Source: an optimization exercise on an open RTL-to-GDS flow (aim: small area, a short achievable clock period and few clock cycles per item). Production flows keep margins and buffers that such runs may drop. At most, simulation tests tie the RTL to the original design; equivalence was not proved.

==> run a: inputs <==
==> flow/design.v (excerpt) <==
module valu_seq
#(
  parameter int vdw_p    = 32,
  parameter int op_len_p = 2,
  parameter int vlen_p   = 16,
  parameter int vregs_p  = 8
) (
  input  logic                         clk_i,
  input  logic                         reset_n_i,
  input  logic                         cmd_v_i,
  output logic                         cmd_ready_o,
  input  logic [op_len_p-1:0]          cmd_op_i,
  input  logic [$clog2(vlen_p+1)-1:0]  cmd_len_i,
  input  logic [$clog2(vregs_p)-1:0]   cmd_vd_i,
  input  logic [$clog2(vregs_p)-1:0]   cmd_vs1_i,
  input  logic [$clog2(vregs_p)-1:0]   cmd_vs2_i,
  output logic                         rd_v_o,
  output logic [$clog2(vregs_p)-1:0]   rd_reg_a_o,
  output logic [$clog2(vregs_p)-1:0]   rd_reg_b_o,
  output logic [$clog2(vlen_p)-1:0]    rd_el_o,
  input  logic [vdw_p-1:0]             rd_a_i,
  input  logic [vdw_p-1:0]             rd_b_i,
  output logic                         wr_v_o,
  output logic [$clog2(vregs_p)-1:0]   wr_reg_o,
  output logic [$clog2(vlen_p)-1:0]    wr_el_o,
  output logic [vdw_p-1:0]             wr_data_o,
  output logic                         done_o,
  output logic                         flag_overflow_o,
  output logic                         flag_zero_o,
  output logic                         flag_negative_o
);
Settings: LEC_CHECK=0, CAP_MARGIN=20, CORE_MARGIN=2, CORE_UTILIZATION=45, SLEW_MARGIN=20, TNS_END_PERCENT=3; clock period 11.5 ns.
standard.sh (not shown) runs the stock make flow with config.mk's settings and CLKGATE_MAP_FILE= SYNTH_SCRIPT=/design/flow/synth_recipe.tcl, a recipe that flattens the netlist after the stock synthesis.
==> flow/flow/run.sh <==
#!/bin/bash
# The standard layout (standard.sh) with two changes to how it is made:
#  - ORFS's repair_timing is asked for extra setup slack beyond the clock
#    constraint (SETUP_SLACK_MARGIN, ns), so it keeps improving paths that
#    already meet the constraint;
#  - the port buffers that ORFS's buffer_ports puts on every input and
#    output use a plain buffer cell (buf_1) instead of its default choice.
# Constraints, clock period and all steps are the standard flow's.
set -euo pipefail
export SETUP_SLACK_MARGIN=8.0
export BUFFER_PORTS_ARGS="-buffer_cell sky130_fd_sc_hd__buf_1"
bash standard.sh > standard_finish.log 2>&1
==> inputs of run b, as changes to run a <==
- TNS_END_PERCENT: 3 -> not set
==> comparison table <==
| item | run b | run a |
|---|---|---|
| Run status | timing/DRC/antenna clean | timing/DRC/antenna clean |
| Utilization after layout | 52.86% | 51.55% |
| CP most frequent cell | sky130_fd_sc_hd__fa_1 | sky130_fd_sc_hd__ha_1 |
| Final Wtd Congestion | 0.9057 | 0.9226 |
| Period utilization | 31.52% | 32.84% |
| Data arrival time at the worst-slack endpoint | 4050 ps | 4220 ps |
| Met3 Wirelength | 5.972 mm | 5.699 mm |
| Worst Setup Slack, final | 7875 ps | 7723 ps |
| Hold worst-path end | p_vd[0] | p_mul |
| Detailed Route WL | 76.79 mm | 74.99 mm |
| Hold Path Origin | c_vd[0] | c_mul |
No functional check of the RTL was part of any run of this note.

==> trial 62 <==
==> flow/design.v <==
package valu_pkg;
  typedef enum logic [1:0] {
    OP_ADD  = 2'd0,
    OP_SUB  = 2'd1,
    OP_MUL  = 2'd2,
    OP_RSVD = 2'd3
  } valu_op_e;
  typedef enum logic [1:0] {
    ST_IDLE  = 2'd0,
    ST_RUN   = 2'd1,
    ST_DRAIN = 2'd2,
    ST_DONE  = 2'd3
  } valu_state_e;
  localparam int unsigned DRAIN_CYCLES = 2;
  typedef struct packed {
    logic overflow;
    logic zero;
    logic negative;
  } valu_flags_t;
  function automatic logic add_overflow(input logic a_msb, input logic b_msb,
                                        input logic r_msb);
    add_overflow = (a_msb == b_msb) && (r_msb != a_msb);
  endfunction
endpackage
module alu
#(
  parameter int vdw_p    = 32,
  parameter int op_len_p = 2
) (
  input  logic        sub_i,
  input  logic        hinit_i,
  input  logic [31:0] a_i,
  input  logic [31:0] b_i,
  input  logic [3:0]  one_i,
  input  logic [3:0]  two_i,
  input  logic [3:0]  neg_i,
  input  logic [31:0] hv_i,
  input  logic [7:0]  hc_i,
  output logic [31:0] sum_o,
  output logic        ovf_o,
  output logic [7:0]  lo_o,
  output logic [31:0] hv_o,
  output logic [7:0]  hc_o
);
  localparam int W = 40;
  logic [31:0] bx;
  assign bx    = b_i ^ {32{sub_i}};
  assign sum_o = a_i + bx + {31'd0, sub_i};
  assign ovf_o = (a_i[31] == bx[31]) & (sum_o[31] != a_i[31]);
  logic [W-1:0] row [6];
  logic [32:0]  a2;
  logic [31:0]  hv;
  logic [7:0]   hc;
  assign a2 = {a_i[31], a_i};
  assign hv = hinit_i ? 32'd0 : hv_i;
  assign hc = hinit_i ? 8'd0  : hc_i;
  always_comb begin
    for (int r = 0; r < 6; r++) row[r] = '0;
    row[0][31:0] = {~hv[31], hv[30:0]};
    for (int k = 0; k < 4; k++) begin
      for (int i = 0; i < 33; i++) begin
        logic sel;
        sel = (one_i[k] & a2[i]) | (two_i[k] & ((i == 0) ? 1'b0 : a2[i-1]));
        row[k+1][2*k+i] = (i == 32) ? ~(sel ^ neg_i[k]) : (sel ^ neg_i[k]);
      end
    end
    row[2][0] = neg_i[0];
    row[3][2] = neg_i[1];
    row[4][4] = neg_i[2];
    row[5] = 40'hAA_8000_0000;
    row[5][6]  = neg_i[3];
    for (int m = 0; m < 8; m++) row[5][4*m] = hc[m];
  end
  function automatic logic [2*W-1:0] csa(input logic [W-1:0] x,
                                         input logic [W-1:0] y,
                                         input logic [W-1:0] z);
    logic [W-1:0] s, c;
    s = x ^ y ^ z;
    c = ((x & y) | (x & z) | (y & z)) << 1;
    csa = {c, s};
  endfunction
  logic [W-1:0] s1, c1, s2, c2, s3, c3, s4, c4;
  always_comb begin
    {c1, s1} = csa(row[0], row[1], row[2]);
    {c2, s2} = csa(row[3], row[4], row[5]);
    {c3, s3} = csa(s1, c1, s2);
    {c4, s4} = csa(s3, c3, c2);
  end
  logic [4:0] n0, n1a, n1b;
  logic [4:0] blk [8];
  assign n0  = {1'b0, s4[3:0]} + {1'b0, c4[3:0]};
  assign n1a = {1'b0, s4[7:4]} + {1'b0, c4[7:4]};
  assign n1b = {1'b0, s4[7:4]} + {1'b0, c4[7:4]} + 5'd1;
  always_comb begin
    for (int b = 0; b < 8; b++)
      blk[b] = {1'b0, s4[8+4*b +: 4]} + {1'b0, c4[8+4*b +: 4]};
  end
  logic [4:0] n1;
  assign n1   = n0[4] ? n1b : n1a;
  assign lo_o = {n1[3:0], n0[3:0]};
  always_comb begin
    hc_o[0] = n1[4];
    for (int b = 0; b < 8; b++) begin
      hv_o[4*b +: 4] = blk[b][3:0];
      if (b < 7) hc_o[b+1] = blk[b][4];
    end
  end
endmodule
module valu_seq
#(
  parameter int vdw_p    = 32,
  parameter int op_len_p = 2,
  parameter int vlen_p   = 16,
  parameter int vregs_p  = 8
) (
  input  logic                         clk_i,
  input  logic                         reset_n_i,
  input  logic                         cmd_v_i,
  output logic                         cmd_ready_o,
  input  logic [op_len_p-1:0]          cmd_op_i,
  input  logic [$clog2(vlen_p+1)-1:0]  cmd_len_i,
  input  logic [$clog2(vregs_p)-1:0]   cmd_vd_i,
  input  logic [$clog2(vregs_p)-1:0]   cmd_vs1_i,
  input  logic [$clog2(vregs_p)-1:0]   cmd_vs2_i,
  output logic                         rd_v_o,
  output logic [$clog2(vregs_p)-1:0]   rd_reg_a_o,
  output logic [$clog2(vregs_p)-1:0]   rd_reg_b_o,
  output logic [$clog2(vlen_p)-1:0]    rd_el_o,
  input  logic [vdw_p-1:0]             rd_a_i,
  input  logic [vdw_p-1:0]             rd_b_i,
  output logic                         wr_v_o,
  output logic [$clog2(vregs_p)-1:0]   wr_reg_o,
  output logic [$clog2(vlen_p)-1:0]    wr_el_o,
  output logic [vdw_p-1:0]             wr_data_o,
  output logic                         done_o,
  output logic                         flag_overflow_o,
  output logic                         flag_zero_o,
  output logic                         flag_negative_o
);
  localparam int LW = $clog2(vlen_p+1);
  localparam int EW = $clog2(vlen_p);
  localparam int RW = $clog2(vregs_p);
  logic          busy_q, rdv_q, nrdy_q, l0_q, mul_q, sub_q;
  logic [1:0]    bub_q, j_q;
  logic [EW-1:0] el_q;
  logic [RW-1:0] vd_q, vs1_q, vs2_q;
  logic          accept, go, fin_it, finish;
  logic          busy_n, l0_n, mul_n;
  logic [1:0]    bub_n, j_n;
  logic [EW-1:0] el_n;
  assign cmd_ready_o = ~nrdy_q;
  assign accept      = cmd_v_i & ~nrdy_q;
  assign rd_v_o      = rdv_q;
  assign rd_reg_a_o  = vs1_q;
  assign rd_reg_b_o  = vs2_q;
  assign rd_el_o     = el_q;
  assign go     = busy_q & (bub_q == 2'd0);
  assign fin_it = ~mul_q | (j_q == 2'd3);
  assign finish = go & (l0_q | ((el_q == '0) & fin_it));
  always_comb begin
    busy_n = busy_q;
    bub_n  = bub_q;
    el_n   = el_q;
    j_n    = j_q;
    l0_n   = l0_q;
    mul_n  = mul_q;
    if (busy_q && bub_q != 2'd0) begin
      bub_n = bub_q - 2'd1;
    end else if (go) begin
      if (finish) busy_n = 1'b0;
      if (fin_it) begin
        el_n = el_q - EW'(1);
        j_n  = 2'd0;
      end else begin
        j_n  = j_q + 2'd1;
      end
    end
    if (accept) begin
      busy_n = 1'b1;
      l0_n   = (cmd_len_i == '0);
      mul_n  = (cmd_op_i == 2'd2);
      el_n   = EW'(cmd_len_i - LW'(1));
      j_n    = 2'd0;
      bub_n  = (cmd_len_i == LW'(1)) ? 2'd2 :
               (cmd_len_i == LW'(2)) ? 2'd1 : 2'd0;
    end
  end
  always_ff @(posedge clk_i or negedge reset_n_i) begin
    if (!reset_n_i) begin
      busy_q <= 1'b0;
      rdv_q  <= 1'b0;
      nrdy_q <= 1'b0;
    end else begin
      busy_q <= busy_n;
      rdv_q  <= busy_n & (bub_n == 2'd0) & ~l0_n;
      nrdy_q <= ~(~busy_n | ((bub_n == 2'd0) &
                 (l0_n | ((el_n == '0) & (~mul_n | (j_n == 2'd3))))));
    end
  end
  always_ff @(posedge clk_i) begin
    bub_q <= bub_n;
    el_q  <= el_n;
    j_q   <= j_n;
    l0_q  <= l0_n;
    mul_q <= mul_n;
    if (accept) begin
      sub_q <= (cmd_op_i == 2'd1);
      vd_q  <= cmd_vd_i;
      vs1_q <= cmd_vs1_i;
      vs2_q <= cmd_vs2_i;
    end
  end
  logic          c_wv, c_last, c_mul, c_sub;
  logic [1:0]    c_j;
  logic [EW-1:0] c_el;
  logic [RW-1:0] c_vd;
  always_ff @(posedge clk_i or negedge reset_n_i) begin
    if (!reset_n_i) begin
      c_wv   <= 1'b0;
      c_last <= 1'b0;
    end else begin
      c_wv   <= go & ~l0_q & fin_it;
      c_last <= finish & busy_q;
    end
  end
  always_ff @(posedge clk_i) begin
    c_mul <= mul_q;
    c_sub <= sub_q;
    c_j   <= j_q;
    c_el  <= el_q;
    c_vd  <= vd_q;
  end
  logic          x_wv, x_last, x_mul, x_sub, x_hinit;
  logic [EW-1:0] x_el;
  logic [RW-1:0] x_vd;
  logic [31:0]   a_q, b_q;
  logic [8:0]    dig;
  logic [3:0]    one_d, two_d, neg_d, one_q, two_q, neg_q;
  always_comb begin
    case (c_j)
      2'd0:    dig = {rd_b_i[7:0], 1'b0};
      2'd1:    dig = rd_b_i[15:7];
      2'd2:    dig = rd_b_i[23:15];
      default: dig = rd_b_i[31:23];
    endcase
    for (int k = 0; k < 4; k++) begin
      one_d[k] = dig[2*k+1] ^ dig[2*k];
      two_d[k] = (dig[2*k+2] & ~dig[2*k+1] & ~dig[2*k]) |
                 (~dig[2*k+2] & dig[2*k+1] & dig[2*k]);
      neg_d[k] = dig[2*k+2];
    end
  end
  always_ff @(posedge clk_i or negedge reset_n_i) begin
    if (!reset_n_i) begin
      x_wv   <= 1'b0;
      x_last <= 1'b0;
    end else begin
      x_wv   <= c_wv;
      x_last <= c_last;
    end
  end
  always_ff @(posedge clk_i) begin
    a_q     <= rd_a_i;
    b_q     <= rd_b_i;
    one_q   <= one_d;
    two_q   <= two_d;
    neg_q   <= neg_d;
    x_mul   <= c_mul;
    x_sub   <= c_sub;
    x_hinit <= (c_j == 2'd0);
    x_el    <= c_el;
    x_vd    <= c_vd;
  end
  logic [31:0] sum, hv, h_q;
  logic [7:0]  lo;
  logic [7:0]  hc, hc_q;
  logic        sum_ovf;
  logic [31:0] r_q;
  alu #(
    .vdw_p    (vdw_p),
    .op_len_p (op_len_p)
  ) u_alu (
    .sub_i   (x_sub),
    .hinit_i (x_hinit),
    .a_i     (a_q),
    .b_i     (b_q),
    .one_i   (one_q),
    .two_i   (two_q),
    .neg_i   (neg_q),
    .hv_i    (h_q),
    .hc_i    (hc_q),
    .sum_o   (sum),
    .ovf_o   (sum_ovf),
    .lo_o    (lo),
    .hv_o    (hv),
    .hc_o    (hc)
  );
  logic          w_wv, w_last, w_mul, w_aovf, done_q;
  logic [EW-1:0] w_el;
  logic [RW-1:0] w_vd;
  logic          acc_ovf_q, acc_zero_q, acc_neg_q;
  always_ff @(posedge clk_i or negedge reset_n_i) begin
    if (!reset_n_i) begin
      w_wv   <= 1'b0;
      w_last <= 1'b0;
    end else begin
      w_wv   <= x_wv;
      w_last <= x_last;
    end
  end
  always_ff @(posedge clk_i) begin
    h_q    <= hv;
    hc_q   <= hc;
    r_q    <= x_mul ? {lo, r_q[31:8]} : sum;
    w_aovf <= sum_ovf;
    w_mul  <= x_mul;
    w_el   <= x_el;
    w_vd   <= x_vd;
  end
  assign wr_v_o    = w_wv;
  assign wr_reg_o  = w_vd;
  assign wr_el_o   = w_el;
  assign wr_data_o = r_q;
  logic [31:0] hi;
  logic e_ovf, e_zero, e_neg;
  logic b_ovf, b_zero, b_neg;
  logic [31:0] hcw;
  always_comb begin
    hcw = '0;
    for (int m = 0; m < 8; m++) hcw[4*m] = hc_q[m];
  end
  assign hi = h_q + hcw;
  assign e_ovf  = w_mul ? ~((&hi & r_q[31]) | ~(|hi | r_q[31])) : w_aovf;
  assign e_zero = (r_q == '0);
  assign e_neg  = r_q[31];
  assign b_ovf  = done_q ? 1'b0 : acc_ovf_q;
  assign b_zero = done_q ? 1'b1 : acc_zero_q;
  assign b_neg  = done_q ? 1'b0 : acc_neg_q;
  always_ff @(posedge clk_i or negedge reset_n_i) begin
    if (!reset_n_i) begin
      done_q     <= 1'b0;
      acc_ovf_q  <= 1'b0;
      acc_zero_q <= 1'b1;
      acc_neg_q  <= 1'b0;
    end else begin
      done_q     <= w_last;
      acc_ovf_q  <= b_ovf  | (w_wv & e_ovf);
      acc_zero_q <= b_zero & (~w_wv | e_zero);
      acc_neg_q  <= b_neg  | (w_wv & e_neg);
    end
  end
  assign done_o          = done_q;
  assign flag_overflow_o = acc_ovf_q;
  assign flag_zero_o     = acc_zero_q;
  assign flag_negative_o = acc_neg_q;
endmodule
==> flow/flow/run.sh <==
#!/bin/bash
# The standard layout (standard.sh) with two changes to how it is made:
#  - ORFS's repair_timing is asked for extra setup slack beyond the clock
#    constraint (SETUP_SLACK_MARGIN, ns), so it keeps improving paths that
#    already meet the constraint;
#  - the port buffers that ORFS's buffer_ports puts on every input and
#    output use a plain buffer cell (buf_1) instead of its default choice.
# Constraints, clock period and all steps are the standard flow's.
set -euo pipefail
export SETUP_SLACK_MARGIN=8.5
export BUFFER_PORTS_ARGS="-buffer_cell sky130_fd_sc_hd__buf_1"
bash standard.sh > standard_finish.log 2>&1
==> flow/standard.sh <==
#!/bin/bash
# synth_recipe.tcl (not shown) runs the flow's synth.tcl, then flattens the netlist and writes it again
# the make line also repeats each setting of config.mk as NAME=value (left out here)
make -C /OpenROAD-flow-scripts/flow DESIGN_CONFIG=/design/flow/config.mk WORK_HOME=/design/flow/orfs CLKGATE_MAP_FILE= SYNTH_SCRIPT=/design/flow/synth_recipe.tcl "${@:-finish}"
==> flow/config.mk <==
export PLATFORM = sky130hd
export DESIGN_NAME = valu_seq
export DESIGN_NICKNAME = valu_seq
export VERILOG_FILES = /design/flow/design.v
export SDC_FILE = /design/flow/constraint.sdc
export NUM_CORES = 4
export LEC_CHECK = 0
export CAP_MARGIN = 20
export CORE_MARGIN = 2
export CORE_UTILIZATION = 45
export SLEW_MARGIN = 20
export TNS_END_PERCENT = 3
==> flow/constraint.sdc <==
create_clock -name core_clock -period 11.5 [get_ports {clk_i}]
set_input_delay 2.3000 -clock core_clock [delete_from_list [all_inputs] [get_ports {clk_i}]]
set_output_delay 2.3000 -clock core_clock [all_outputs]
set_load 0.01 [all_outputs]
==> inputs of build 79, as changes to trial 62 <==
--- a/flow/flow/run.sh
+++ b/flow/flow/run.sh
@@ -7,6 +7,6 @@
 #    output use a plain buffer cell (buf_1) instead of its default choice.
 # Constraints, clock period and all steps are the standard flow's.
 set -euo pipefail
-export SETUP_SLACK_MARGIN=8.5
+export SETUP_SLACK_MARGIN=8.0
 export BUFFER_PORTS_ARGS="-buffer_cell sky130_fd_sc_hd__buf_1"
 bash standard.sh > standard_finish.log 2>&1
--- a/flow/config.mk
+++ b/flow/config.mk
@@ -9,4 +9,4 @@
 export CORE_MARGIN = 2
 export CORE_UTILIZATION = 45
 export SLEW_MARGIN = 20
-export TNS_END_PERCENT = 3
+export TNS_END_PERCENT = 1
==> comparison table <==
                                                           build 79      trial 62
Origin of the worst min-delay path                          x_el[0]       x_el[1]
Detailed-routing wirelength on met1                       18,180 um     18,450 um
Critical Path Fanout Max                                         16             5
Fin util                                                     50.55%        51.35%
Run status                                 timing/DRC/antenna clean  timing/DRC/antenna clean
Worst Max-Slew Pin Slew                                   0.9961 ns      1.031 ns
Total routing usage reported by global routing               22.68%        22.80%
Final-layout non-clock buffer area share                     4.620%        5.642%
Routed wire length                                        40,530 um     41,090 um
Finished Layout Cells                                         2,156         2,174
Post-route clock skew                                    0.01620 ns    0.01501 ns
Global routing usage on met3                                 3.671%        3.468%
Post-route cell area                                   17,330 sq um  17,610 sq um
Area occupied by multi-input gates                     10,140 sq um  10,210 sq um
Sequential portion of the cell area                          25.57%        25.25%
Routing usage on met1                                        30.68%        31.03%
Wire length of the first global-routing pass              64,220 um     64,470 um
Final min period                                           3.766 ns      3.717 ns
Hold Crit Endpoint                                          w_el[0]       w_el[1]
Testbench counts of trial 62, summed over its fixed seeds: cycles 8,665, items 5,408.
Testbench counts of build 79, summed over its fixed seeds: cycles 8,665, items 5,408.

re-timing with driven ports:
Ports are ideal in the flow. The routed layouts listed here were re-timed in OpenROAD. Step 1 assumes that a clkbuf_16 drives the clock port and a buf_2 every other input. Step 2 times the ports against the registers' clock, not the clock port: input delays grow and output delays shrink by t, the midpoint of the rising clock arrivals with the driver on. Three values: no drivers, after step 1, after step 2; two values: the first two.
run | t (ns) | setup WS [ns] | hold slack, ns | worst data-port slew with drivers (ns) | pins driven straight from the clock port
run a | 0.603 | 7.723 / 7.723 / 7.676 | 0.325 / 0.325 / 0.325 | 0.06 | 1
run b | 0.611 | 7.875 / 7.875 / 7.645 | 0.318 / 0.318 / 0.318 | 0.07 | 1
trial 62 | 0.571 | 7.783 / 7.783 / 7.537 | 0.325 / 0.325 / 0.325 | 0.04 | 1
build 79 | 0.570 | 7.734 / 7.734 / 7.538 | 0.324 / 0.324 / 0.324 | 0.04 | 1
After both steps every run listed still meets setup and hold. The setup slack of trial 62, which loses most, moves by 0.000 ns with the drivers and by -0.246 ns with both steps.
